This design comes from an exercise in tuning for small area and a short achievable clock period on the open sky130 flow, not from production work.
At most, simulation tests tie the RTL to the original design; equivalence was not proved.
Only the layout flow was run in runs 5 and 6; the RTL was not checked for function there.
Power is estimated from default activity; no workload was simulated.

File: constraint.sdc
create_clock -name core_clock -period 9.0 [get_ports {clk}]
set_input_delay 1.8000 -clock core_clock [delete_from_list [all_inputs] [get_ports {clk}]]
set_output_delay 1.8000 -clock core_clock [all_outputs]
set_load 0.01 [all_outputs]
File: standard.sh
#!/bin/bash
# synth_recipe.tcl (not shown) runs the flow's synth.tcl, then flattens the netlist and writes it again
# the make line also repeats each setting of config.mk as NAME=value (left out here)
make -C /OpenROAD-flow-scripts/flow DESIGN_CONFIG=/design/flow/config.mk WORK_HOME=/design/flow/orfs CLKGATE_MAP_FILE= SYNTH_SCRIPT=/design/flow/synth_recipe.tcl "${@:-finish}"
File: flow/run.sh
#!/bin/bash
# The standard layout, with these changes:
#  - synthesis maps with an area-oriented ABC script (flow/abc_area.script),
#    otherwise the same as synth_recipe.tcl;
#  - the port buffers are plain buf_1 cells;
set -euo pipefail
HERE=$(pwd)
export BUFFER_PORTS_ARGS="-buffer_cell sky130_fd_sc_hd__buf_1"
export MY_ABC_SCRIPT=$HERE/flow/abc_area.script
export SETUP_SLACK_MARGIN=5.6
sed "s#SYNTH_SCRIPT=[^ ]*#SYNTH_SCRIPT=$HERE/flow/synth.tcl#" standard.sh > own_standard.sh
bash own_standard.sh > flow_make.log 2>&1
File: flow/synth.tcl
# The standard synthesis (synth_recipe.tcl), with ABC's mapping script replaced
# by the area-oriented one next to this file.
proc synth {args} { yosys synth -nofsm -noshare {*}$args }
proc abc {args} {
  set i [lsearch -exact $args -script]
  if { $i >= 0 && [info exists ::env(MY_ABC_SCRIPT)] } {
    set args [lreplace $args $i [expr {$i + 1}] -script $::env(MY_ABC_SCRIPT)]
  }
  yosys abc {*}$args
}
source $::env(SCRIPTS_DIR)/synth.tcl
# left out here: clear keep_hierarchy, flatten, clean up, hide names made inside functions, write 1_2_yosys.v
File: design.v
module dual_issue_decode (
	input  logic			clk,
	input  logic			reset,
	input  logic [31:0]		instr_first,
	input  logic [31:0]		instr_second,
	input  logic [7:0]		pc,
	input  logic [7:0]		branch_pc,
	input  logic			branch_taken,
	output logic [31:0]		even_instr,
	output logic [10:0]		even_op,
	output logic [1:0]		even_unit,
	output logic [6:0]		even_rt,
	output logic			even_write,
	output logic [31:0]		odd_instr,
	output logic [10:0]		odd_op,
	output logic [1:0]		odd_unit,
	output logic [6:0]		odd_rt,
	output logic			odd_write,
	output logic			first_odd,
	output logic			stall,
	output logic [7:0]		stall_pc
);
	logic [31:0] a_n, b_n;		 
	logic ea_n, eb_n, oa_n, ob_n;	 
	logic [31:0] a, b;
	logic [31:0] ew, ow;
	assign a = ~a_n;
	assign b = ~b_n;
	assign ew = ~(({32{ea_n}} | a_n) & ({32{eb_n}} | b_n));
	assign ow = ~(({32{oa_n}} | a_n) & ({32{ob_n}} | b_n));
	logic e_rrr, e_ila, e_ai, e_nop, e_fx1, e_shl;
	assign e_rrr = ew[31];
	assign e_ila = ~ew[31] & ew[30] & ~ew[29] & ew[25];
	assign e_ai  = ~ew[31] & ew[28] & ew[26];
	assign e_nop = ~ew[31] & ew[30] & ~ew[29] & ~ew[25];
	assign e_fx1 = e_ila | (~ew[31] & ~ew[30] & ew[28]);
	assign e_shl = ~ew[31] & ~ew[30] & ~ew[28] & ew[27];
	logic [6:0] e_rt0;
	logic e_wr0;
	assign e_rt0 = e_rrr ? ew[27:21] : ew[6:0];
	assign e_wr0 = (ew[31] | ew[30] | ew[28] | ew[27]) & ~e_nop;
	assign even_instr = ew;
	assign even_op    = {ew[31:28], ew[27:25] & {3{~e_rrr}}, ew[24] & ~e_rrr & ~e_ila,
		ew[23:21] & {3{~(e_rrr | e_ila | e_ai)}}};
	assign even_unit  = {e_fx1, e_fx1 | e_shl};
	assign even_rt    = e_rt0;
	assign even_write = e_wr0;
	logic o_ri10, o_ri16;
	assign o_ri10 = ow[29] & ~ow[27] & ow[26];
	assign o_ri16 = ow[29] & ~ow[27] & ~ow[26];
	logic o_ls;
	assign o_ls = o_ri10 | (ow[27] & ~ow[25]);
	assign odd_instr = ow;
	assign odd_op    = {ow[31:24], ow[23] & ~o_ri10, ow[22:21] & {2{~(o_ri10 | o_ri16)}}};
	assign odd_unit  = {o_ri16, o_ls};
	assign odd_rt    = ow[6:0];
	assign odd_write = ow[27] | (ow[28] & ow[26]);
	assign first_odd = ~oa_n;
	logic [5:1][6:0]	e_rt;
	logic [5:1]			e_al;	 
	logic [2:1]			e_lg;	 
	logic [4:1][6:0]	o_rt;
	logic [4:1]			o_al;
	logic [2:1]			o_lg;	 
	always_ff @(posedge clk) begin
		e_rt[1] <= e_rt0;
		o_rt[1] <= ow[6:0];
		for (int k = 2; k <= 5; k++) e_rt[k] <= e_rt[k-1];
		for (int k = 2; k <= 4; k++) o_rt[k] <= o_rt[k-1];
		e_lg[1] <= ~(e_fx1 | e_shl);	 
		e_lg[2] <= e_lg[1];
		o_lg[1] <= o_ls;	 
		o_lg[2] <= o_lg[1];
		if (reset) begin
			for (int k = 1; k <= 5; k++) e_al[k] <= 1'b0;
			for (int k = 1; k <= 4; k++) o_al[k] <= 1'b0;
		end else begin
			e_al[1] <= even_write & ~e_fx1;	 
			e_al[2] <= e_al[1];
			e_al[3] <= e_al[2] & e_lg[2];
			e_al[4] <= e_al[3];
			e_al[5] <= e_al[4];
			o_al[1] <= odd_write;					 
			o_al[2] <= o_al[1];
			o_al[3] <= o_al[2] & o_lg[2];
			o_al[4] <= o_al[3];
		end
	end
	function automatic logic busy(input logic [6:0] r,
		input logic ew_, input logic [6:0] ert, input logic ow_, input logic [6:0] ort,
		input logic [5:1][6:0] ert_h, input logic [5:1] eal,
		input logic [4:1][6:0] ort_h, input logic [4:1] oal);
		logic b;
		b = (ew_ && r == ert) || (ow_ && r == ort);
		for (int k = 1; k <= 5; k++) b = b || (eal[k] && r == ert_h[k]);
		for (int k = 1; k <= 4; k++) b = b || (oal[k] && r == ort_h[k]);
		busy = b;
	endfunction
	logic			sel_in, hold_f, hold_s;
	logic [31:0]	f, s;
	assign f = ({32{sel_in}} & instr_first) | ({32{hold_f}} & a);
	assign s = ({32{sel_in}} & instr_second) | ({32{hold_s}} & b);
	function automatic logic [6:0] dec(input logic [31:0] w);
		logic [10:0] o;
		logic ev, od, wr, ua, ub, uc, rrr;
		o = w[31:21];
		ev = 1'b0; od = 1'b0; wr = 1'b0; ua = 1'b0; ub = 1'b0; uc = 1'b0; rrr = 1'b0;
		if (o[10:7] == 4'b1100 || o[10:7] == 4'b1110) begin
			ev = 1'b1; wr = 1'b1; ua = 1'b1; ub = 1'b1; uc = 1'b1; rrr = 1'b1;
		end else if (o[10:4] == 7'b0100001) begin
			ev = 1'b1; wr = 1'b1;
		end else if (o[10:3] == 8'b00011100) begin
			ev = 1'b1; wr = 1'b1; ua = 1'b1;
		end else if (o == 11'b00011000000 || o == 11'b00011000001 || o == 11'b00001011011
				|| o == 11'b01111000100) begin
			ev = 1'b1; wr = 1'b1; ua = 1'b1; ub = 1'b1;
		end else if (o == 11'b01000000001) begin
			ev = 1'b1;
		end else if (o[10:3] == 8'b00110100) begin
			od = 1'b1; wr = 1'b1; ua = 1'b1;
		end else if (o[10:3] == 8'b00100100) begin
			od = 1'b1; ua = 1'b1; uc = 1'b1;
		end else if (o[10:2] == 9'b001100100) begin
			od = 1'b1;
		end else if (o[10:2] == 9'b001000000) begin
			od = 1'b1; uc = 1'b1;
		end else if (o == 11'b00111000100 || o == 11'b00111011100) begin
			od = 1'b1; wr = 1'b1; ua = 1'b1; ub = 1'b1;
		end else if (o == 11'b00000000001) begin
			od = 1'b1;
		end
		dec = {ev, od, wr, ua, ub, uc, rrr};
	endfunction
	logic [6:0] df, ds;
	logic f_ev, f_od, f_wr, f_ua, f_ub, f_uc;
	logic s_ev, s_od, s_wr, s_ua, s_ub, s_uc;
	assign df = dec(f);
	assign ds = dec(s);
	assign {f_ev, f_od, f_wr, f_ua, f_ub, f_uc} = df[6:1];
	assign {s_ev, s_od, s_wr, s_ua, s_ub, s_uc} = ds[6:1];
	logic [6:0] f_rt, s_rt;
	assign f_rt = df[0] ? f[27:21] : f[6:0];
	assign s_rt = ds[0] ? s[27:21] : s[6:0];
	logic stall_first, stall_second, busy_second, same_pipe, same_dest, raw_pair;
	assign stall_first =
		   (f_ua && busy(f[13:7],  even_write, e_rt0, odd_write, ow[6:0], e_rt, e_al, o_rt, o_al))
		|| (f_ub && busy(f[20:14], even_write, e_rt0, odd_write, ow[6:0], e_rt, e_al, o_rt, o_al))
		|| (f_uc && busy(f[6:0],   even_write, e_rt0, odd_write, ow[6:0], e_rt, e_al, o_rt, o_al));
	assign busy_second =
		   (s_ua && busy(s[13:7],  even_write, e_rt0, odd_write, ow[6:0], e_rt, e_al, o_rt, o_al))
		|| (s_ub && busy(s[20:14], even_write, e_rt0, odd_write, ow[6:0], e_rt, e_al, o_rt, o_al))
		|| (s_uc && busy(s[6:0],   even_write, e_rt0, odd_write, ow[6:0], e_rt, e_al, o_rt, o_al));
	assign same_pipe = (s_ev && f_ev) || (s_od && f_od);
	assign same_dest = f_wr && s_wr && (f_rt == s_rt);
	assign raw_pair = f_wr && ((s_ua && s[13:7] == f_rt) || (s_ub && s[20:14] == f_rt)
		|| (s_uc && s[6:0] == f_rt));
	assign stall_second = stall_first || same_pipe || same_dest || raw_pair || busy_second;
	logic go_first, go_second;
	logic [7:0] pc_q, pc_x;
	logic pc_new;
	assign stall_pc = pc_new ? pc_q : pc_x;
	assign go_first = ~branch_taken & ~stall_first;
	assign go_second = ~branch_taken & ~stall_second;
	always_ff @(posedge clk) begin
		a_n <= ~f;
		b_n <= ~s;
		ea_n <= ~(~reset & go_first & f_ev);
		eb_n <= ~(~reset & go_second & s_ev);
		oa_n <= ~(~reset & go_first & f_od);
		ob_n <= ~(~reset & go_second & s_od);
		sel_in <= reset | ~(branch_taken | stall_second);
		hold_f <= ~reset & ~branch_taken & stall_first;
		hold_s <= ~reset & ~branch_taken & stall_second;
		stall <= ~reset & (branch_taken | stall_second);
		pc_q <= pc;
		pc_new <= ~reset & ~branch_taken & ~stall & stall_second;
		pc_x <= reset ? 8'd0 : branch_taken ? branch_pc + 8'd2 : stall_pc;
	end
endmodule
File: flow/abc_area.script
strash
&get -n
&st
&dch
&nf -a
&put
File: config.mk
export PLATFORM = sky130hd
export DESIGN_NAME = dual_issue_decode
export DESIGN_NICKNAME = dual_issue_decode
export VERILOG_FILES = /design/flow/design.v
export SDC_FILE = /design/flow/constraint.sdc
export NUM_CORES = 4
export LEC_CHECK = 0
export CAP_MARGIN = 20
export CORE_MARGIN = 2
export CORE_UTILIZATION = 30
export PLACE_DENSITY = 0.45
export SLEW_MARGIN = 20
==> out/metrics.yaml, run 1 <==
syn_nets: 1553
setup_viol: 0
final_nets: 2018
final.period_utilization: 0.423
start_kind: "input pin"
stdcell_count: 2473
grt_start_max_net_pins: 74
hold_depth: 0
syn-instance-count: 1469
drive_gt1_frac: 0.318
rows: 73
drv_slew: 0
crit_fanout: 5
async_flop_share: 0
worstMarginPinSlew_ps: 1100
hold_path.class: "flip-flop to flip-flop"
synth.avg_cell_area_um2: 8.24
p_leak_nw: 7.31
required_ps: 9310
switching_share: 0.333
ys_seq_elements: 165
slowest_stage: "a2111oi_2"
cts.sinks: 165
slew_headroom: 0.266
wire_per_inst_um: 28.7
tns_ps: 0
peakVddDrop_uv: 133
reg2reg_depth: 11
area_growth_pct: 52.2
grt_pass1_wl_um: 98600
holdWs_ps: 342
grtUsageTotal: 0.328
cts.path.max_buffers: 2
cap_violations: 0
p_sw_uw: 721
drc: 0
io_buffers: 198
grt_pass1_vias: 13800
layout_common_cells: "184 x buf_4, 158 x dfxtp_1, 154 x xnor2_1"
outcome: "timing/DRC/antenna clean"
synth_warnings: 1
layout_setup_ws_ps: 5190
drt_iter0_drc: 1370
dpl.hpwl_um: 44100
synth_cell_type_count: 57
root_buffer: "clkbuf_16"
dieArea_um2: 42000
p_comb_frac: 0.274
synth_edf_count: 0
overflow: 0
synthesis.area_um2: 12100
fin_crit_ps: 3810
die_x_um: 205
clk_latency_ps: 460
cp_top_family: "compound AO/OA/AOI/OAI gates"
synth_ff_type: "dfxtp_1"
cellPowerDensity_nw_per_um2: 118
clock_skew_ps: 11.1
clkTransAtPathRegs_ps: 70
routed_wl_um: 70900
final_common_cell: "buf_4"
viasPerCell: 6.04
drtPass1Iterations: 8
io_pins: 199
clkPwrFrac: 0.348
p_int_mw: 1.45
fmax_mhz: 263
worst_setup_path_end_kind: "flip-flop"
arrival_ps: 4120
gp_congestion: 0.968
die_h_um: 205
cts_made_buffers: 17
cts_tree: "done"
h-tree-depth: 4
worstPathCellList: "buf_1, and2_4, nor2_4, buf_12, xor2_2, o2111ai_2, o211ai_1, a2111oi_2, nand2_1, a222oi_1, and4_4, nand3_2"
vias: 14900
grt_antenna_before_repair: 3
ys_seq_area_frac: 0.273
design.core.area_um2: 39700
dpl_worst_slack_ps: 3690
path_depth: 12
dp_cells: 2204
slowest_delay_ps: 360
critPathKind: "input pin to flip-flop"
cp_num_buf_inv: 2
initial_core_util: 0.305
p_seq_frac: 0.379
rsz0062_at_grt: "true"
finalHoldViolCount: 0
ant_nets: 0
registers in the layout (all words and copies together), names as in the netlist, 2 cells and up:
| name | flops |
|---|---|
| o_lg | 2 |
| o_rt | 28 |
| a_n | 32 |
| o_al | 4 |
| e_al | 5 |
| e_rt | 35 |
| pc_x | 8 |
| b_n | 32 |
| pc_q | 8 |
| e_lg | 2 |
kinds of logic after synthesis:
kind of cell / count (synthesis) / share of synthesized area
simple gates: 522 / 0.239
compound gates: 375 / 0.213
xor+xnor: 304 / 0.220
flops: 165 / 0.273
buf+inv: 73 / 0.0298
mux: 29 / 0.0249
fa+ha+maj: 1 / 0.00103
final cells by class:
type	count	area, µm²
fillers	3921	21300
well taps	525	657
flip-flops and latches	165	3320
clock buffers	18	429
multi-input cells	1239	10000
clock inverters	14	151
inverters	50	255
repair buffers	461	3560
diodes	1	2.50
synth_stat cells (all sizes together) (6+ instances only):
master | instances | share of area
a2111oi | 26 | 0.019
or4 | 12 | 0.0074
clkinv | 50 | 0.016
nor4 | 52 | 0.027
nand4 | 61 | 0.032
and4 | 6 | 0.0043
xnor2 | 159 | 0.12
o31ai | 6 | 0.0037
buf | 23 | 0.014
nor3 | 38 | 0.016
mux2 | 9 | 0.0084
nand3 | 42 | 0.017
a22oi | 18 | 0.011
a21oi | 98 | 0.041
o22a | 11 | 0.0080
or3 | 11 | 0.0057
o21ai | 28 | 0.012
nand2 | 103 | 0.032
a22o | 8 | 0.0058
mux2i | 20 | 0.017
nand2b | 43 | 0.022
a211oi | 7 | 0.0043
a2bb2oi | 41 | 0.030
and2 | 32 | 0.017
o2111ai | 19 | 0.014
xor2 | 145 | 0.10
o22ai | 78 | 0.040
nor2 | 30 | 0.0093
dfxtp | 165 | 0.27
and3 | 64 | 0.033
nor2b | 13 | 0.0067
power groups by stage:
stage,Clock [mW],Sequential (mW),Combinational [mW]
floorplan,0,0.805,0.276
global placement,0,0.828,0.401
detailed placement,0,0.827,0.404
CTS,0.763,0.815,0.514
global route,0.798,0.822,0.626
finish,0.753,0.820,0.593
what timing repair did:
action / CTS / global route
pin swaps: 74 / 74
buffers inserted: 135 / 90
gates resized for setup: 375 / 178
cloned: 9 / 2
hold buffers: 0 / 0
endpoints found under the setup margin: 116 / 88
path summary, 6_finish.rpt:
kind	startpoint	endpoint	slack, ps
min reg2reg	o_lg[1]	o_lg[2]	340
max	instr_second[6]	eb_n	5190
max reg2reg	sel_in	pc_new	5380
min	o_lg[1]	o_lg[2]	340
metrics by stage:
step	utilization	power, mW	area (µm²)
floorplan	-	1.08	12100
global placement	0.344	1.23	13700
detailed placement	0.344	1.23	13700
CTS	0.425	2.09	16900
global route	0.463	2.25	18400
finish	0.464	2.17	18400
routing by layer:
layer | vias up | part of all wire | GRT usage
met5 | - | 0 | 0
met4 | 0 | 0.066 | 0.193
met3 | 216 | 0.10 | 0.0716
met2 | 963 | 0.43 | 0.490
met1 | 7249 | 0.41 | 0.431
li1 | 6521 | - | -
==> run 2: changes to the inputs <==
==> flow/run.sh (replaced) <==
#!/bin/bash
# The standard layout, with two changes:
#  - synthesis maps with an area-oriented ABC script (flow/abc_area.script),
#    otherwise the same as synth_recipe.tcl;
#  - the port buffers are plain buf_1 cells.
set -euo pipefail
HERE=$(pwd)
export BUFFER_PORTS_ARGS="-buffer_cell sky130_fd_sc_hd__buf_1"
export MY_ABC_SCRIPT=$HERE/flow/abc_area.script
sed "s#SYNTH_SCRIPT=[^ ]*#SYNTH_SCRIPT=$HERE/flow/synth.tcl#" standard.sh > own_standard.sh
bash own_standard.sh > flow_make.log 2>&1
--- a/config.mk
+++ b/config.mk
@@ -7,6 +7,7 @@
 export LEC_CHECK = 0
 export CAP_MARGIN = 20
 export CORE_MARGIN = 2
-export CORE_UTILIZATION = 30
-export PLACE_DENSITY = 0.45
+export CORE_UTILIZATION = 35
+export PLACE_DENSITY = 0.5
+export SETUP_SLACK_MARGIN = 5.0
 export SLEW_MARGIN = 20
==> run 2 against run 1 <==
Combinational power decreased by 25%. Sequential share of layout area increased by 4.3 points. Cell area decreased by 19%. Final cell count decreased by 11%. Register-to-register slack got worse by 240 ps. Die area decreased by 14%. Maximum frequency decreased by 4.3%. Via count decreased by 8.6%. Power decreased by 7.5%. Synthesized cell count unchanged. First-iteration DRC count decreased by 5.5%.
==> out/metrics.yaml, run 2 <==
layout_common_cells: "193 x buf_1, 160 x dfxtp_1, 159 x xnor2_1"  # was 184 x buf_4, 158 x dfxtp_1, 154 x xnor2_1
synthesis.area_um2: 12100  # unchanged
fin_crit_ps: 3980  # was 3810 ps
outcome: "timing/DRC/antenna clean"  # unchanged
arrival_ps: 4300  # was 4120 ps
routed_wl_um: 58700  # was 70,900 µm
vias: 13700  # was 14,900
largest_reg_flops: 35  # unchanged
gp_congestion: 0.994  # was 0.968
dieArea_um2: 36100  # was 42,000 µm²
die_x_um: 190  # was 205 µm
cellPowerDensity_nw_per_um2: 135  # was 118 nW/µm²
worstMarginPinSlew_ps: 868  # was 1100 ps
layout_setup_ws_ps: 5020  # was 5190 ps
slew_headroom: 0.420  # was 0.266
area_growth_pct: 22.9  # was 52.2%
peakVddDrop_uv: 139  # was 133 µV
tns_ps: 0  # unchanged
h-tree-depth: 4  # unchanged
crit_fanout: 10  # was 5
ys_seq_area_frac: 0.273  # unchanged
yosys-top-cells-count: "165 x dfxtp_1, 159 x xnor2_1, 145 x xor2_1, 103 x nand2_1, 98 x a21oi_1"  # unchanged
overflow: 0  # unchanged
p_leak_nw: 5.57  # was 7.31 nW
critPathKind: "input pin to flip-flop"  # unchanged
syn_nets: 1553  # unchanged
clkPwrFrac: 0.375  # was 0.348
drtPass1Iterations: 5  # was 8
async_flop_share: 0  # unchanged
cap_violations: 0  # unchanged
io_buffers: 198  # unchanged
final_nets: 1819  # was 2,018
power.total_mw: 2.00  # was 2.17 mW
dpl_worst_slack_ps: 3780  # was 3690 ps
switching_share: 0.346  # was 0.333
synth_edf_count: 0  # unchanged
grt_antenna_before_repair: 0  # was 3
cts.path.max_buffers: 2  # unchanged
reg_top3: "e_rt: 35 flops, a_n: 32 flops, b_n: 32 flops"  # unchanged
antennaDiodeCount: 0  # was 1
yosys.area.top_type: "dfxtp_1"  # unchanged
viasPerCell: 6.20  # was 6.04
p_int_mw: 1.31  # was 1.45 mW
drive_gt1_frac: 0.109  # was 0.318
clock_skew_ps: 10.4  # was 11.1 ps
io_pins: 199  # unchanged
die_h_um: 190  # was 205 µm
drv_slew: 0  # unchanged
drt_iter0_drc: 1294  # was 1,370
synth.most_common_cell: "dfxtp_1"  # unchanged
root_buffer: "clkbuf_16"  # unchanged
ant_nets: 0  # unchanged
p_comb_frac: 0.221  # was 0.274
final.period_utilization: 0.442  # was 0.423
ys_seq_elements: 165  # unchanged
p_sw_uw: 694  # was 721 µW
drc: 0  # unchanged
finalHoldViolCount: 0  # unchanged
worst_setup_path_end_kind: "flip-flop"  # unchanged
clk_latency_ps: 460  # about the same
syn-instance-count: 1469  # unchanged
grtUsageTotal: 0.317  # was 0.328
synth_ff_type: "dfxtp_1"  # unchanged
stdcell_area_um2: 14900  # was 18,400 µm²
cts_tree: "done"  # unchanged
cts.sinks: 165  # unchanged
cts_made_buffers: 17  # unchanged
design.core.area_um2: 34300  # was 39,700 µm²
top_register: "e_rt"  # unchanged
rows: 68  # was 73
grt_start_max_net_pins: 41  # was 74
final_common_cell: "buf_1"  # was buf_4
initial_core_util: 0.353  # was 0.305
synth_warnings: 1  # unchanged
start_kind: "input pin"  # unchanged
clkTransAtPathRegs_ps: 70  # about the same
wire_per_inst_um: 26.6  # was 28.7 µm
num-fill-cells: 3552  # was 3,921
yosysTopAreaCellShare: 0.273  # unchanged
reg2reg_setup_slack_ps: 5140  # was 5380 ps
p_seq_frac: 0.405  # was 0.379
grt_pass1_wl_um: 84500  # was 98,600 µm
setup_viol: 0  # unchanged
rsz0062_at_grt: "true"  # unchanged
placed_cell_area_um2: 13700  # about the same
fmax_mhz: 251  # was 263 MHz
synth_area_leaders: "dfxtp_1 27%, xnor2_1 12%, xor2_1 10%, a21oi_1 4.1%, o22ai_1 4.0%"  # unchanged
synth_cell_type_count: 57  # unchanged
synth.avg_cell_area_um2: 8.24  # unchanged
grt_pass1_vias: 12600  # was 13,800
hold_path.class: "flip-flop to flip-flop"  # unchanged
dpl.hpwl_um: 41200  # was 44,100 µm
required_ps: 9320  # was 9310 ps
[run 2: cell counts after synthesis]
No cell type changed its count.
[run 2: timing repair]
action,4_1_cts,5_1_grt
setup buffers,5,17
pin swaps,3,15
hold endpoints to repair,0,0
gates cloned,0,2
resized for setup,72,65
setup endpoints to repair,32,22
hold buffers,0,0
[run 2: path summary, 6_finish.rpt]
check | start | endpoint | cells after the start
min reg2reg | o_lg[1] | o_lg[2] | 0
min | o_lg[1] | o_lg[2] | 0
max reg2reg | sel_in | ob_n | 12
max | instr_first[16] | ob_n | 12
[run 2: through the flow]
step | util | instances | hold slack, ps
after global routing | 0.434 | 2203 | 336
after global placement | 0.399 | 2147 | 315
final | 0.434 | 2203 | 334
after detailed placement | 0.399 | 2147 | 315
after CTS | 0.423 | 2184 | 334
after floorplan | - | 1469 | 310
[run 2: logic make-up (layout without fill, tap and decap cells)]
group / after synthesis / after routing / synth area share
buf+inv: 73 / 350 / 0.0298
flops: 165 / 165 / 0.273
compound gates: 375 / 377 / 0.213
xor+xnor: 304 / 304 / 0.220
simple gates: 522 / 522 / 0.239
fa+ha+maj: 1 / 1 / 0.00103
mux: 29 / 29 / 0.0249
[run 2: worst max-delay path, stage by stage]
cell       delay, ps
buf_1             70
nand2_1          140
nand2_2          330
xnor2_1          230
o2111ai_1        160
nor4_1           110
nor4_1           480
nand3_1          210
a211oi_2         240
buf_4            180
and4_1           240
nand3_1           80
[run 2: final cells by class]
| type | instances | area (µm²) | area share |
|---|---|---|---|
| inverters | 50 | 199 | 0.0134 |
| flip-flops and latches | 165 | 3320 | 0.223 |
| multi-input cells | 1233 | 8840 | 0.594 |
| well taps | 455 | 569 | 0.0383 |
| clock inverters | 15 | 158 | 0.0106 |
| repair buffers | 268 | 1370 | 0.0921 |
| clock buffers | 17 | 425 | 0.0286 |
[run 2: metal layers]
| layer | GRT usage | part of all wire | vias to the layer above |
|---|---|---|---|
| met1 | 0.420 | 0.42 | 6627 |
| met3 | 0.0548 | 0.088 | 158 |
| met4 | 0.165 | 0.052 | 0 |
| li1 | - | - | 6097 |
| met5 | 0 | 0 | - |
| met2 | 0.493 | 0.44 | 778 |
[run 2: power by group through the flow]
stage          logic, mW  registers (mW)  clock network [mW]
2_1_floorplan      0.276           0.804                   0
3_3_place_gp       0.401           0.824                   0
3_5_place_dp       0.405           0.824                   0
4_1_cts            0.415           0.807               0.759
5_1_grt            0.475           0.814               0.788
6_report           0.443           0.811               0.750
==> run 3: changes to the inputs <==
--- a/config.mk
+++ b/config.mk
@@ -7,7 +7,7 @@
 export LEC_CHECK = 0
 export CAP_MARGIN = 20
 export CORE_MARGIN = 2
-export CORE_UTILIZATION = 35
-export PLACE_DENSITY = 0.5
+export CORE_UTILIZATION = 27
+export PLACE_DENSITY = 0.42
 export SETUP_SLACK_MARGIN = 5.0
 export SLEW_MARGIN = 20
==> run 3 against run 2 <==
Die area increased by 29%. First-iteration DRC count rose by 9.0%. Critical path depth unchanged. Combinational power increased by 1%. Final cell count rose by 6.0%. Sequential power hardly changed. Clock skew grew 4.1 ps. Cell area up 1.6%. Register-to-register slack better by 30 ps.
==> out/metrics.yaml, run 3 <==
synth_cell_type_count: 57  # unchanged
drt_iter0_drc: 1410  # was 1,294
die_x_um: 216  # was 190 µm
required_ps: 9310  # was 9320 ps
p_int_mw: 1.33  # was 1.31 mW
rows: 77  # was 68
ys_seq_elements: 165  # unchanged
worstMarginPinSlew_ps: 882  # was 868 ps
synth_warnings: 1  # unchanged
clkTransAtPathRegs_ps: 60  # was 70 ps
finalHoldViolCount: 0  # unchanged
antennaDiodeCount: 0  # unchanged
fmax_mhz: 252  # was 251 MHz
clkPwrFrac: 0.370  # was 0.375
met2_usage: 0.416  # was 0.493
grt_pass1_vias: 12700  # was 12,600
io_buffers: 198  # unchanged
rsz0062_at_grt: "true"  # unchanged
layout_common_cells: "198 x buf_1, 160 x dfxtp_1, 159 x xnor2_1"  # was 193 x buf_1, 160 x dfxtp_1, 159 x xnor2_1
drive_gt1_frac: 0.107  # was 0.109
root_buffer: "clkbuf_16"  # unchanged
yosys-top-cells-count: "165 x dfxtp_1, 159 x xnor2_1, 145 x xor2_1, 103 x nand2_1, 98 x a21oi_1"  # unchanged
viasPerCell: 5.84  # was 6.20
cap_violations: 0  # unchanged
syn_nets: 1553  # unchanged
p_seq_frac: 0.406  # was 0.405
yosysTopAreaCellShare: 0.273  # unchanged
initial_core_util: 0.274  # was 0.353
critPathKind: "input pin to flip-flop"  # unchanged
final_nets: 1815  # was 1,819
h-tree-depth: 4  # unchanged
p_sw_uw: 666  # was 694 µW
clock_skew_ps: 14.5  # was 10.4 ps
dieArea_um2: 46500  # was 36,100 µm²
final.period_utilization: 0.441  # was 0.442
cts.sinks: 165  # unchanged
drv_slew: 0  # unchanged
final_common_cell: "buf_1"  # unchanged
worst_setup_path_end_kind: "flip-flop"  # unchanged
power.total_mw: 2.00  # about the same
synth_ff_type: "dfxtp_1"  # unchanged
top_usage_layer: "met2"  # unchanged
cts.path.max_buffers: 2  # unchanged
grt_antenna_before_repair: 1  # was 0
switching_share: 0.333  # was 0.346
outcome: "timing/DRC/antenna clean"  # unchanged
design.core.area_um2: 44200  # was 34,300 µm²
tns_ps: 0  # unchanged
start_kind: "input pin"  # unchanged
vias: 13700  # about the same
reg_top3: "e_rt: 35 flops, a_n: 32 flops, b_n: 32 flops"  # unchanged
reg2reg_setup_slack_ps: 5170  # was 5140 ps
grt_start_max_net_pins: 40  # was 41
arrival_ps: 4280  # was 4300 ps
synth_edf_count: 0  # unchanged
wire_per_inst_um: 27.1  # was 26.6 µm
ys_seq_area_frac: 0.273  # unchanged
grtUsageMet3: 0.0436  # was 0.0548
peakVddDrop_uv: 116  # was 139 µV
overflow: 0  # unchanged
synth.avg_cell_area_um2: 8.24  # unchanged
cellPowerDensity_nw_per_um2: 132  # was 135 nW/µm²
slew_headroom: 0.411  # was 0.420
crit_fanout: 12  # was 10
use_met1: 0.363  # was 0.420
synth.most_common_cell: "dfxtp_1"  # unchanged
synth_area_leaders: "dfxtp_1 27%, xnor2_1 12%, xor2_1 10%, a21oi_1 4.1%, o22ai_1 4.0%"  # unchanged
grt_pass1_wl_um: 90800  # was 84,500 µm
grtUsageTotal: 0.266  # was 0.317
largest_reg_flops: 35  # unchanged
ant_nets: 0  # unchanged
gp_congestion: 0.940  # was 0.994
clk_latency_ps: 470  # was 460 ps
fin_crit_ps: 3970  # was 3980 ps
setup_viol: 0  # unchanged
io_pins: 199  # unchanged
cts_tree: "done"  # unchanged
hold_buffers: 0  # unchanged
routed_wl_um: 63400  # was 58,700 µm
top_register: "e_rt"  # unchanged
drtPass1Iterations: 6  # was 5
p_leak_nw: 5.56  # was 5.57 nW
async_flop_share: 0  # unchanged
die_h_um: 216  # was 190 µm
p_comb_frac: 0.224  # was 0.221
area_growth_pct: 24.8  # was 22.9%
drc: 0  # unchanged
cts_made_buffers: 17  # unchanged
dpl.hpwl_um: 44500  # was 41,200 µm
hold_path.class: "flip-flop to flip-flop"  # unchanged
syn-instance-count: 1469  # unchanged
yosys.area.top_type: "dfxtp_1"  # unchanged
synthesis.area_um2: 12100  # unchanged
run 3: logic make-up (layout without fill, tap and decap cells):
| group | count (synthesis) | count (layout) | share of synthesized area |
|---|---|---|---|
| AOI/OAI and AO/OA | 375 | 375 | 0.213 |
| and+or+nand+nor | 522 | 523 | 0.239 |
| adders and majority gates | 1 | 1 | 0.00103 |
| muxes | 29 | 29 | 0.0249 |
| buffers and inverters | 73 | 347 | 0.0298 |
| xor gates and xnor gates | 304 | 304 | 0.220 |
| DFF | 165 | 165 | 0.273 |
run 3: path summary, 6_finish.rpt:
check,start,endpoint,cells after the start
max,instr_second[0],eb_n,12
min,e_lg[1],e_lg[2],0
min reg2reg,e_lg[1],e_lg[2],0
max reg2reg,sel_in,eb_n,14
run 3: layer usage:
layer  share of wire  vias to the layer above
li1                -                     6089
met1            0.44                     6707
met2            0.44                      716
met3           0.076                      141
met4           0.042                        0
met5               0                        -
run 3: worst max-delay path: stages:
cell,delay [ps]
buf_1,90
nand2_1,120
and2_2,500
xor2_1,130
nand4_1,100
nor3_1,60
nor4_2,530
nand2_1,150
a222oi_1,310
buf_4,180
and4_2,240
nand3_1,70
run 3: timing repair:
item	CTS	global route
gates resized for setup	80	60
pin swaps	2	8
cloned	0	2
setup buffers	6	12
endpoints found under the setup margin	54	21
run 3: layout make-up:
cell class | count | area (µm²)
inverter | 50 | 205
clock buffer | 19 | 443
sequential | 165 | 3320
clock inverter | 13 | 121
tap | 592 | 741
multi-input combinational | 1232 | 8860
timing repair buffer | 265 | 1420
fill | 4691 | 29100
run 3: metrics by stage:
step                worst slack, ps   util  cells  area, µm²  hold WS (ps)
floorplan                      4450      -   1469      12100           310
global placement               3690  0.313   2284      13900           313
detailed placement             3650  0.313   2284      13900           314
CTS                            4930  0.333   2322      14700           328
global route                   4950  0.342   2336      15100           339
finish                         5030  0.342   2336      15100           327
run 3: power by group through the flow:
| stage | Sequential (mW) | Combinational [mW] | Clock [mW] |
|---|---|---|---|
| 2_1_floorplan | 0.804 | 0.276 | 0 |
| 3_5_place_dp | 0.827 | 0.411 | 0 |
| 6_report | 0.810 | 0.448 | 0.739 |
| 4_1_cts | 0.809 | 0.423 | 0.752 |
| 5_1_grt | 0.813 | 0.483 | 0.785 |
| 3_3_place_gp | 0.827 | 0.408 | 0 |
==> run 4: changes to the inputs <==
--- a/config.mk
+++ b/config.mk
@@ -7,7 +7,8 @@
 export LEC_CHECK = 0
 export CAP_MARGIN = 20
 export CORE_MARGIN = 2
-export CORE_UTILIZATION = 27
-export PLACE_DENSITY = 0.42
+export CORE_UTILIZATION = 30
+export CTS_BUF_LIST = sky130_fd_sc_hd__clkbuf_4 sky130_fd_sc_hd__clkbuf_8 sky130_fd_sc_hd__clkbuf_16
+export PLACE_DENSITY = 0.45
 export SETUP_SLACK_MARGIN = 5.0
 export SLEW_MARGIN = 20
==> run 4 against run 3 <==
Core utilization rose by 3.4 points. Worst hold slack improved by 3.7 ps. Clock-buffer cell count did not move. Area after synthesis did not move. Wire length fell by 1.4%. Non-clock buffer count fell by 1. Combinational power barely moved. Sequential cell count did not move. Critical path depth fell by 5. Critical endpoint is now even_unit[0]. Largest power group unchanged. Highest routed layer is now met5.
==> out/metrics.yaml, run 4 <==
start_kind: "flip-flop"  # was input pin
antennaDiodeCount: 0  # unchanged
holdWs_ps: 331  # was 327 ps
area_growth_pct: 23.4  # was 24.8%
outcome: "timing/DRC/antenna clean"  # unchanged
num-fill-cells: 4175  # was 4,691
ys_seq_area_frac: 0.273  # unchanged
peakVddDrop_uv: 76.3  # was 116 µV
root_buffer: "clkbuf_16"  # unchanged
grt_start_max_net_pins: 41  # was 40
rows: 73  # was 77
layout_common_cells: "197 x buf_1, 159 x xnor2_1, 159 x dfxtp_1"  # was 198 x buf_1, 160 x dfxtp_1, 159 x xnor2_1
io_buffers: 198  # unchanged
worstHoldEndpoint: "e_lg[2]"  # unchanged
grtUsageTotal: 0.292  # was 0.266
p_leak_nw: 5.55  # was 5.56 nW
cts_made_buffers: 17  # unchanged
h-tree-depth: 4  # unchanged
final_nets: 1814  # was 1,815
yosys-top-cells-count: "165 x dfxtp_1, 159 x xnor2_1, 145 x xor2_1, 103 x nand2_1, 98 x a21oi_1"  # unchanged
reg2reg_setup_slack_ps: 5210  # was 5170 ps
dpl.hpwl_um: 44000  # was 44,500 µm
tns_ps: 0  # unchanged
overflow: 0  # unchanged
cellPowerDensity_nw_per_um2: 133  # was 132 nW/µm²
synth_edf_count: 0  # unchanged
clk_latency_ps: 470  # about the same
clkTransAtPathRegs_ps: 80  # was 60 ps
r2r_end: "pc_new"  # was eb_n
initial_core_util: 0.305  # was 0.274
routed_wl_um: 62500  # was 63,400 µm
worstMarginPinSlew_ps: 947  # was 882 ps
top_register: "e_rt"  # unchanged
hp-start: "e_lg[1]"  # unchanged
io_pins: 199  # unchanged
drive_gt1_frac: 0.105  # was 0.107
drtPass1Iterations: 7  # was 6
final_util: 0.376  # was 0.342
vias: 13700  # about the same
synth_area_leaders: "dfxtp_1 27%, xnor2_1 12%, xor2_1 10%, a21oi_1 4.1%, o22ai_1 4.0%"  # unchanged
final.period_utilization: 0.438  # was 0.441
syn_nets: 1553  # unchanged
dieArea_um2: 42000  # was 46,500 µm²
ant_nets: 0  # unchanged
hold_path.class: "flip-flop to flip-flop"  # unchanged
grt_pass1_vias: 12800  # was 12,700
drt_iter0_drc: 1289  # was 1,410
cts.sinks: 165  # unchanged
viasPerCell: 6.06  # was 5.84
arrival_ps: 2150  # was 4280 ps
fmax_mhz: 253  # was 252 MHz
placed_cell_area_um2: 13800  # was 13,900 µm²
reg2reg_depth: 10  # was 14
critPathKind: "flip-flop to output port"  # was input pin to flip-flop
drv_slew: 0  # unchanged
stdcell_area_um2: 14900  # was 15,100 µm²
synth_cell_type_count: 57  # unchanged
reg_top3: "e_rt: 35 flops, a_n: 32 flops, b_n: 32 flops"  # unchanged
design.core.area_um2: 39700  # was 44,200 µm²
yosys.area.top_type: "dfxtp_1"  # unchanged
worstPathCellList: "buf_6, o22ai_4, nor3b_4, nand2_1, nand2_2, a21o_1, buf_1"  # was buf_1, nand2_1, and2_2, xor2_1, nand4_1, nor3_1, nor4_2, nand2_1, a222oi_1, buf_4, and4_2, nand3_1
ys_seq_elements: 165  # unchanged
grt_pass1_wl_um: 89400  # was 90,800 µm
cts.path.max_buffers: 2  # unchanged
finalHoldViolCount: 0  # unchanged
fin_crit_ps: 3950  # was 3970 ps
required_ps: 7200  # was 9310 ps
dp_cells: 2218  # was 2,284
slew_headroom: 0.368  # was 0.411
reg2reg_from: "hold_f"  # was sel_in
slowest_delay_ps: 340  # was 530 ps
clock_skew_ps: 17.9  # was 14.5 ps
drc: 0  # unchanged
crit_fanout: 19  # was 12
yosysTopAreaCellShare: 0.273  # unchanged
synth.most_common_cell: "dfxtp_1"  # unchanged
synth_warnings: 1  # unchanged
gp_congestion: 0.961  # was 0.940
syn-instance-count: 1469  # unchanged
die_h_um: 205  # was 216 µm
rsz0062_at_grt: "true"  # unchanged
cap_violations: 0  # unchanged
wire_per_inst_um: 27.5  # was 27.1 µm
final_common_cell: "buf_1"  # unchanged
worst_setup_path_end_kind: "output port"  # was flip-flop
die_x_um: 205  # was 216 µm
synth_ff_type: "dfxtp_1"  # unchanged
synth.avg_cell_area_um2: 8.24  # unchanged
cts_tree: "done"  # unchanged
largest_reg_flops: 35  # unchanged
hold_depth: 0  # unchanged
slowest_stage: "dfxtp_4"  # was nor4_2
synthesis.area_um2: 12100  # unchanged
async_flop_share: 0  # unchanged
stdcell_count: 2268  # was 2,336
setup_viol: 0  # unchanged
grt_antenna_before_repair: 1  # unchanged
run 4: cell types whose count changed in the layout (fill, tap and decap cells not counted), moves of 3 or more:
| cell | previous run | this run |
|---|---|---|
| nand2_2 | 12 | 8 |
| and2_2 | 8 | 3 |
| and2_4 | 4 | 8 |
| buf_12 | 8 | 1 |
| clkinvlp_4 | 4 | 1 |
| buf_4 | 45 | 49 |
run 4: cell type report:
type	count	area, µm²	share of cell area
repair buffers	264	1320	0.0884
well taps	525	657	0.0440
clock buffers	19	453	0.0303
multi-input cells	1232	8880	0.594
inverters	50	195	0.0131
flip-flops and latches	165	3320	0.222
clock inverters	13	111	0.00746
run 4: worst max path at each step:
stage	start	endpoint	slack, ps	cells past startpoint
after floorplan	instr_second[12]	eb_n	4450	9
after global placement	instr_first[10]	ob_n	3790	11
after detailed placement	instr_first[10]	eb_n	3810	11
after CTS	eb_n	even_unit[0]	4990	7
after global routing	instr_first[8]	pc_new	4980	12
final	eb_n	even_unit[0]	5050	7
run 4: logic make-up (layout without fill, tap and decap cells):
family / after synthesis / in the layout / share of synthesized area
AOI/OAI and AO/OA: 375 / 376 / 0.213
muxes: 29 / 29 / 0.0249
adders and majority gates: 1 / 1 / 0.00103
xor gates and xnor gates: 304 / 304 / 0.220
buffers and inverters: 73 / 346 / 0.0298
DFF: 165 / 165 / 0.273
and+or+nand+nor: 522 / 522 / 0.239
run 4: repair_timing:
action / in CTS / in global routing
setup buffers: 7 / 10
cloned: 0 / 1
hold buffers: 0 / 0
pin swaps: 4 / 8
endpoints found under the setup margin: 59 / 18
gates resized for setup: 75 / 70
run 4: per-layer routing:
layer | vias to the layer above | global-route usage | share of wire
met2 | 752 | 0.466 | 0.45
met3 | 171 | 0.0519 | 0.085
met5 | - | 0 | 0.00019
met1 | 6731 | 0.391 | 0.43
met4 | 2 | 0.113 | 0.039
li1 | 6093 | - | -
run 4: where the power goes:
part / internal [mW] / switching [mW] / total, mW / leakage [nW]
clock: 0.376 / 0.361 / 0.737 / 0.278
sequential: 0.760 / 0.0482 / 0.808 / 1.36
combinational: 0.176 / 0.270 / 0.446 / 3.91
run 4: stage by stage:
stage | setup WS (ps) | power (mW)
global route | 4980 | 2.07
floorplan | 4450 | 1.08
global placement | 3790 | 1.23
detailed placement | 3810 | 1.24
CTS | 4990 | 1.98
finish | 5050 | 1.99
run 4: worst max-delay path, delay by kind of cell (launching register included):
family	cells	cell delay (ps)
AO/OA/AOI/OAI	2	460
buffers and inverters	2	340
flip-flops	1	340
AND/OR/NAND/NOR	3	540
==> run 5: changes to the inputs <==
--- a/design.v
+++ b/design.v
@@ -156,9 +156,6 @@
 		|| (s_uc && s[6:0] == f_rt));
 	assign stall_second = stall_first || same_pipe || same_dest || raw_pair || busy_second;
 	logic go_first, go_second;
-	logic [7:0] pc_q, pc_x;
-	logic pc_new;
-	assign stall_pc = pc_new ? pc_q : pc_x;
 	assign go_first = ~branch_taken & ~stall_first;
 	assign go_second = ~branch_taken & ~stall_second;
 	always_ff @(posedge clk) begin
@@ -171,9 +168,17 @@
 		sel_in <= reset | ~(branch_taken | stall_second);
 		hold_f <= ~reset & ~branch_taken & stall_first;
 		hold_s <= ~reset & ~branch_taken & stall_second;
-		stall <= ~reset & (branch_taken | stall_second);
-		pc_q <= pc;
-		pc_new <= ~reset & ~branch_taken & ~stall & stall_second;
-		pc_x <= reset ? 8'd0 : branch_taken ? branch_pc + 8'd2 : stall_pc;
+		if (reset) begin
+			stall <= 1'b0;
+			stall_pc <= '0;
+		end else if (branch_taken) begin
+			stall <= 1'b1;
+			stall_pc <= branch_pc + 8'd2;
+		end else if (stall_second) begin
+			stall <= 1'b1;
+			stall_pc <= stall ? stall_pc : pc;
+		end else begin
+			stall <= 1'b0;
+		end
 	end
 endmodule
==> flow/abc_area.script (replaced) <==
strash
dch
map -a
topo
stime -c
buffer -c
upsize -c
dnsize -c
==> config.mk (replaced) <==
export PLATFORM = sky130hd
export DESIGN_NAME = dual_issue_decode
export DESIGN_NICKNAME = dual_issue_decode
export VERILOG_FILES = /design/flow/design.v
export SDC_FILE = /design/flow/constraint.sdc
export NUM_CORES = 4
export LEC_CHECK = 0
export CAP_MARGIN = 20
export CORE_MARGIN = 2
export CORE_UTILIZATION = 25
export PLACE_DENSITY = 0.4
export SETUP_SLACK_MARGIN = 4.7
export SLEW_MARGIN = 20
==> run 5 against run 4 <==
Critical path depth grew 14. Sequential share of layout area fell by 0.99 points. Non-clock buffer count grew 53. Largest cell class unchanged. Worst hold slack worse by 0.54 ps. Sequential power fell by 4.2%. Critical endpoint is now stall_pc[6]. Wire length grew 18%. Cell area is 1.6% lower. Register-to-register slack lost 560 ps. Core utilization fell by 6.6 points. Final cell count is 8.1% higher.
==> out/metrics.yaml, run 5 <==
synthesis.area_um2: 11900  # was 12,100 µm²
critPathLaunch: "instr_second[17]"  # was eb_n
fin_crit_ps: 4510  # was 3950 ps
synth_warnings: 1  # unchanged
reg_top3: "e_rt: 35 flops, a_n: 32 flops, b_n: 32 flops"  # unchanged
die_x_um: 223  # was 205 µm
tns_ps: 0  # unchanged
drc: 0  # unchanged
wire_per_inst_um: 30.1  # was 27.5 µm
cellPowerDensity_nw_per_um2: 139  # was 133 nW/µm²
hold_buffers: 0  # unchanged
layout_common_cells: "198 x buf_1, 185 x nand2_1, 184 x o22ai_1"  # was 197 x buf_1, 159 x xnor2_1, 159 x dfxtp_1
p_leak_nw: 5.30  # was 5.55 nW
design.core.area_um2: 47400  # was 39,700 µm²
arrival_ps: 4910  # was 2150 ps
routed_wl_um: 73700  # was 62,500 µm
final_nets: 1909  # was 1,814
num-fill-cells: 5234  # was 4,175
synth_ff_type: "dfxtp_1"  # unchanged
grt_antenna_before_repair: 0  # was 1
syn_nets: 1714  # was 1,553
antennaDiodeCount: 0  # unchanged
worst_setup_path_end_kind: "flip-flop"  # was output port
viasPerCell: 6.01  # was 6.06
required_ps: 9400  # was 7200 ps
ant_nets: 0  # unchanged
grtUsageTotal: 0.288  # was 0.292
fmax_mhz: 222  # was 253 MHz
io_pins: 199  # unchanged
largest_reg_flops: 35  # unchanged
drt_iter0_drc: 1878  # was 1,289
final_common_cell: "buf_1"  # unchanged
overflow: 0  # unchanged
h-tree-depth: 4  # unchanged
synth.most_common_cell: "o22ai_1"  # was dfxtp_1
die_h_um: 223  # was 205 µm
hold_path.class: "flip-flop to flip-flop"  # unchanged
yosys-top-cells-count: "188 x o22ai_1, 187 x nand2_1, 166 x inv_1, 156 x dfxtp_1, 139 x xor2_1"  # was 165 x dfxtp_1, 159 x xnor2_1, 145 x xor2_1, 103 x nand2_1, 98 x a21oi_1
dpl_worst_slack_ps: 3380  # was 3810 ps
finalHoldViolCount: 0  # unchanged
ys_seq_area_frac: 0.262  # was 0.273
synth_cell_type_count: 58  # was 57
top_register: "e_rt"  # unchanged
gp_congestion: 0.987  # was 0.961
cts.path.max_buffers: 2  # unchanged
synth.avg_cell_area_um2: 7.33  # was 8.24 µm²
reg2reg_from: "sel_in"  # was hold_f
rows: 80  # was 73
slew_headroom: 0.327  # was 0.368
area_growth_pct: 23.1  # was 23.4%
grt_pass1_wl_um: 103000  # was 89,400 µm
clkTransAtPathRegs_ps: 70  # was 80 ps
dieArea_um2: 49500  # was 42,000 µm²
drive_gt1_frac: 0.143  # was 0.105
clock_skew_ps: 14.6  # was 17.9 ps
syn-instance-count: 1630  # was 1,469
rsz0062_at_grt: "true"  # unchanged
vias: 14700  # was 13,700
yosys.area.top_type: "dfxtp_1"  # unchanged
ys_seq_elements: 156  # was 165
crit_fanout: 13  # was 19
cts_tree: "done"  # unchanged
synth_edf_count: 0  # unchanged
outcome: "timing/DRC/antenna clean"  # unchanged
peakVddDrop_uv: 144  # was 76.3 µV
grt_pass1_vias: 13700  # was 12,800
setup_viol: 0  # unchanged
clk_latency_ps: 480  # was 470 ps
cts.sinks: 156  # was 165
final.period_utilization: 0.501  # was 0.438
grt_start_max_net_pins: 36  # was 41
start_kind: "input pin"  # was flip-flop
worstMarginPinSlew_ps: 1010  # was 947 ps
critPathKind: "input pin to flip-flop"  # was flip-flop to output port
hp-start: "e_lg[1]"  # unchanged
yosysTopAreaCellShare: 0.262  # was 0.273
drtPass1Iterations: 6  # was 7
root_buffer: "clkbuf_16"  # unchanged
synth_area_leaders: "dfxtp_1 26%, xor2_1 10%, o22ai_1 9.8%, nand2_1 5.9%, inv_1 5.2%"  # was dfxtp_1 27%, xnor2_1 12%, xor2_1 10%, a21oi_1 4.1%, o22ai_1 4.0%
drv_slew: 0  # unchanged
io_buffers: 198  # unchanged
async_flop_share: 0  # unchanged
cts_made_buffers: 17  # unchanged
cap_violations: 0  # unchanged
initial_core_util: 0.252  # was 0.305
layout_setup_ws_ps: 4490  # was 5050 ps
dpl.hpwl_um: 53700  # was 44,000 µm
-- run 5: report_power, final --
part	total [mW]	switching (mW)	internal [mW]	leakage [nW]
clock	0.731	0.328	0.404	0.269
sequential	0.774	0.0509	0.723	1.28
combinational	0.538	0.352	0.186	3.75
-- run 5: stage by stage --
step | util | area, µm² | std cells | power, mW | hold slack, ps
final | 0.310 | 14700 | 2451 | 2.04 | 330
after global placement | 0.275 | 13000 | 2343 | 1.25 | 315
after CTS | 0.300 | 14200 | 2417 | 2.01 | 335
after floorplan | - | 11900 | 1630 | 1.06 | 310
after global routing | 0.310 | 14700 | 2451 | 2.11 | 346
after detailed placement | 0.275 | 13000 | 2343 | 1.24 | 318
-- run 5: logic make-up (layout without fill, tap and decap cells) --
| logic type | count (synthesis) | count (layout) | share of synthesized area |
|---|---|---|---|
| and+or+nand+nor | 415 | 415 | 0.159 |
| buffers and inverters | 335 | 540 | 0.123 |
| xor gates and xnor gates | 173 | 173 | 0.127 |
| DFF | 156 | 156 | 0.262 |
| AOI/OAI and AO/OA | 550 | 551 | 0.328 |
| adders and majority gates | 1 | 1 | 0.00105 |
-- run 5: metal layers --
metal  up-vias  GRT usage  wire length [µm]
li1       6310          -                 -
met1      7225      0.384             31400
met2       977      0.445             32400
met3       220     0.0611              6470
met4         0      0.125              3420
met5         -          0                 0
-- run 5: worst max-delay path, stage by stage --
cell	delay, ps
buf_1	70
nand2_1	60
o21a_1	130
buf_6	230
clkinvlp_4	280
buf_4	230
buf_4	150
o221ai_1	240
nor4_4	110
a31oi_1	200
o2111ai_1	150
o21ai_1	300
and3_1	240
nand3_2	90
inv_2	110
nor2_4	70
inv_2	70
nand2_4	60
clkinv_4	100
nand2_2	40
a31oi_1	170
-- run 5: area by class of cell --
type	count	area, µm²	share of cell area
clock inverters	11	121	0.00826
inverters	191	803	0.0547
multi-input cells	1140	7670	0.522
clock buffers	19	433	0.0295
flip-flops and latches	156	3120	0.213
repair inverters	2	12.5	0.000851
repair buffers	317	1760	0.120
well taps	615	769	0.0524
-- run 5: worst paths after layout --
kind                               endpoint  slack, ps  depth (start not counted)
worst max register to register  stall_pc[6]       4650                         20
worst min register to register      e_lg[2]        330                          0
worst min-delay path                e_lg[2]        330                          0
worst max-delay path            stall_pc[6]       4490                         21
-- run 5: timing repair --
action,in CTS,in global routing
pin swaps,8,16
resized for setup,87,36
cloned,3,0
endpoints found under the setup margin,30,13
buffers inserted,41,34
==> run 6: changes to the inputs <==
--- a/config.mk
+++ b/config.mk
@@ -11,3 +11,4 @@
 export PLACE_DENSITY = 0.4
 export SETUP_SLACK_MARGIN = 4.7
 export SLEW_MARGIN = 20
+export TNS_END_PERCENT = 10
==> run 6 against run 5 <==
Synthesized cell count unchanged. Still clean on timing, DRC and antenna. Core utilization decreased by 0.27 points. Non-clock buffer count is 3 lower. Clock-buffer cell count unchanged. Clock power barely moved. Largest cell class unchanged. Final cell count shrank 0.12%. Maximum frequency decreased by 0.32%. Register-to-register slack better by 20 ps. Die area is the same. Global-route usage barely moved. First-iteration DRC count increased by 2.3%. Sequential power is essentially flat.
==> out/metrics.yaml, run 6 <==
synth_edf_count: 0  # unchanged
final_common_cell: "buf_1"  # unchanged
crit_fanout: 7  # was 13
cts.path.max_buffers: 2  # unchanged
synth_area_leaders: "dfxtp_1 26%, xor2_1 10%, o22ai_1 9.8%, nand2_1 5.9%, inv_1 5.2%"  # unchanged
slew_headroom: 0.329  # was 0.327
grtUsageTotal: 0.288  # about the same
outcome: "timing/DRC/antenna clean"  # unchanged
top_usage_layer: "met2"  # unchanged
cap_violations: 0  # unchanged
drive_gt1_frac: 0.141  # was 0.143
async_flop_share: 0  # unchanged
holdWs_ps: 330  # about the same
start_kind: "input pin"  # unchanged
drt_iter0_drc: 1921  # was 1,878
reg2reg_depth: 21  # was 20
io_pins: 199  # unchanged
worst_setup_path_end_kind: "flip-flop"  # unchanged
ys_seq_elements: 156  # unchanged
initial_core_util: 0.252  # unchanged
synth.avg_cell_area_um2: 7.33  # unchanged
grt_start_max_net_pins: 36  # unchanged
hp-start: "e_lg[1]"  # unchanged
grtUsageMet3: 0.0606  # was 0.0611
yosys.area.top_type: "dfxtp_1"  # unchanged
synth_warnings: 1  # unchanged
area_growth_pct: 22.0  # was 23.1%
final_nets: 1906  # was 1,909
grt_pass1_wl_um: 103000  # about the same
dpl.hpwl_um: 53700  # unchanged
reg2reg_from: "sel_in"  # unchanged
required_ps: 9340  # was 9400 ps
layout_common_cells: "198 x buf_1, 185 x o22ai_1, 185 x nand2_1"  # was 198 x buf_1, 185 x nand2_1, 184 x o22ai_1
reg_top3: "e_rt: 35 flops, a_n: 32 flops, b_n: 32 flops"  # unchanged
synth_cell_type_count: 58  # unchanged
ant_nets: 0  # unchanged
cts_made_buffers: 17  # unchanged
use_met1: 0.384  # about the same
grt_pass1_vias: 13700  # about the same
cellPowerDensity_nw_per_um2: 140  # was 139 nW/µm²
design.core.area_um2: 47400  # unchanged
power.total_mw: 2.04  # about the same
fmax_mhz: 221  # was 222 MHz
h-tree-depth: 4  # unchanged
syn_nets: 1714  # unchanged
synth_ff_type: "dfxtp_1"  # unchanged
gp_congestion: 0.987  # unchanged
drtPass1Iterations: 6  # unchanged
rsz0062_at_grt: "true"  # unchanged
setup_viol: 0  # unchanged
die_x_um: 223  # unchanged
yosys-top-cells-count: "188 x o22ai_1, 187 x nand2_1, 166 x inv_1, 156 x dfxtp_1, 139 x xor2_1"  # unchanged
die_h_um: 223  # unchanged
drv_slew: 0  # unchanged
critPathKind: "input pin to flip-flop"  # unchanged
reg2reg_setup_slack_ps: 4670  # was 4650 ps
largest_reg_flops: 35  # unchanged
r2r_end: "stall_pc[6]"  # unchanged
worstHoldEndpoint: "e_lg[2]"  # unchanged
final.period_utilization: 0.503  # was 0.501
finalHoldViolCount: 0  # unchanged
synth.most_common_cell: "o22ai_1"  # unchanged
met2_usage: 0.443  # was 0.445
arrival_ps: 4860  # was 4910 ps
drc: 0  # unchanged
io_buffers: 198  # unchanged
overflow: 0  # unchanged
routed_wl_um: 73500  # was 73,700 µm
grt_antenna_before_repair: 0  # unchanged
worstMarginPinSlew_ps: 1010  # about the same
antennaDiodeCount: 0  # unchanged
fin_crit_ps: 4520  # was 4510 ps
root_buffer: "clkbuf_16"  # unchanged
peakVddDrop_uv: 143  # was 144 µV
hold_path.class: "flip-flop to flip-flop"  # unchanged
clock_skew_ps: 12.3  # was 14.6 ps
clkTransAtPathRegs_ps: 70  # about the same
p_leak_nw: 5.26  # was 5.30 nW
cts_tree: "done"  # unchanged
cts.sinks: 156  # unchanged
dieArea_um2: 49500  # unchanged
yosysTopAreaCellShare: 0.262  # unchanged
syn-instance-count: 1630  # unchanged
vias: 14700  # about the same
viasPerCell: 6.01  # about the same
critPathLaunch: "instr_second[3]"  # was instr_second[17]
rows: 80  # unchanged
clk_latency_ps: 480  # about the same
top_register: "e_rt"  # unchanged
wire_per_inst_um: 30.0  # was 30.1 µm
synthesis.area_um2: 11900  # unchanged
ys_seq_area_frac: 0.262  # unchanged
hold_buffers: 0  # unchanged
hold_depth: 0  # unchanged
tns_ps: 0  # unchanged
[run 6: worst max path at each step]
stage	end	slack, ps	depth (start not counted)
after detailed placement	stall_pc[7]	3380	20
after global routing	stall_pc[6]	4410	22
final	stall_pc[6]	4480	22
after CTS	even_unit[0]	4640	9
after floorplan	stall_pc[6]	4860	19
after global placement	stall_pc[7]	3260	20
[run 6: timing repair]
item / CTS / global route
buffers inserted: 41 / 31
pin swaps: 8 / 12
cloned: 3 / 0
hold endpoints to repair: 0 / 0
setup endpoints to repair: 30 / 17
resized for setup: 82 / 27
[run 6: critical path, cell delays in order]
cell	delay, ps
buf_1	70
nand2_1	70
o21a_1	180
buf_12	140
buf_4	110
buf_4	170
o22ai_2	80
a2111oi_2	700
a32oi_1	170
nand3_1	150
a2111o_1	140
a22o_1	140
a21oi_1	40
and3_1	180
nand3_2	80
inv_2	60
nor2_4	190
inv_2	60
nand2_4	80
clkinv_4	90
nand2_2	60
a31oi_1	80
[run 6: power breakdown]
part	switching (mW)	internal, mW	leakage [nW]
clock	0.328	0.404	0.269
sequential	0.0505	0.723	1.28
combinational	0.350	0.181	3.71
total	0.729	1.31	5.26
[run 6: logic make-up after synthesis]
kind of cell	count (synthesis)	share of synthesized area
xor+xnor	173	0.127
buf+inv	335	0.123
simple gates	415	0.159
fa+ha+maj	1	0.00105
compound gates	550	0.328
flops	156	0.262
[run 6: through the flow]
stage	utilization	area [µm²]	instances	worst slack, ps
after CTS	0.300	14200	2417	4640
final	0.307	14600	2448	4480
after detailed placement	0.275	13000	2343	3380
after floorplan	-	11900	1630	4860
after global routing	0.307	14600	2448	4410
after global placement	0.275	13000	2343	3260
[run 6: routing by layer]
layer	wire length (µm)	vias up
li1	-	6305
met1	30900	7199
met2	32300	1001
met3	6770	209
met4	3480	0
met5	0	-
[run 6: final cells by class]
class	count	area, µm²
multi-input combinational	1140	7610
timing repair buffer	314	1700
clock inverter	11	121
sequential	156	3120
inverter	191	802
fill	5249	32900
timing repair inverter	2	12.5
tap	615	769
clock buffer	19	433

## what the ideal ports hide
The flow's constraints put no driver on any port. The routed layouts listed below were extracted and timed again, unchanged, in two steps.
Step 1: set_driving_cell puts a clkbuf_16 on clk and a buf_2 on each other input, an assumption about the parent block.
Step 2 moves the port delays by t, midway between the first and last clock arrival at a register: inputs arrive t later, outputs are due t later. That takes back most of the time a late clock gives input paths.
Slacks: no drivers / after step 1 / after step 2; pairs: no drivers / after step 1.
| run | t (ns) | setup WS [ns] | worst slew at a driven data input, ns | pins driven straight from the clock port |
|---|---|---|---|---|
| run 1 | 0.517 | 5.192 / 5.153 / 4.713 | 0.06 | 1 |
| run 2 | 0.514 | 5.019 / 4.987 / 4.539 | 0.06 | 1 |
| run 3 | 0.514 | 5.033 / 4.992 / 4.547 | 0.06 | 1 |
| run 4 | 0.516 | 5.054 / 5.000 / 4.624 | 0.05 | 1 |
| run 5 | 0.529 | 4.492 / 4.508 / 3.979 | 0.08 | 1 |
| run 6 | 0.530 | 4.477 / 4.480 / 3.949 | 0.08 | 1 |
After both steps every run listed still meets setup and hold. For run 6, which loses most, drivers alone change the setup slack by +0.003 ns; drivers and shift together by -0.528 ns.
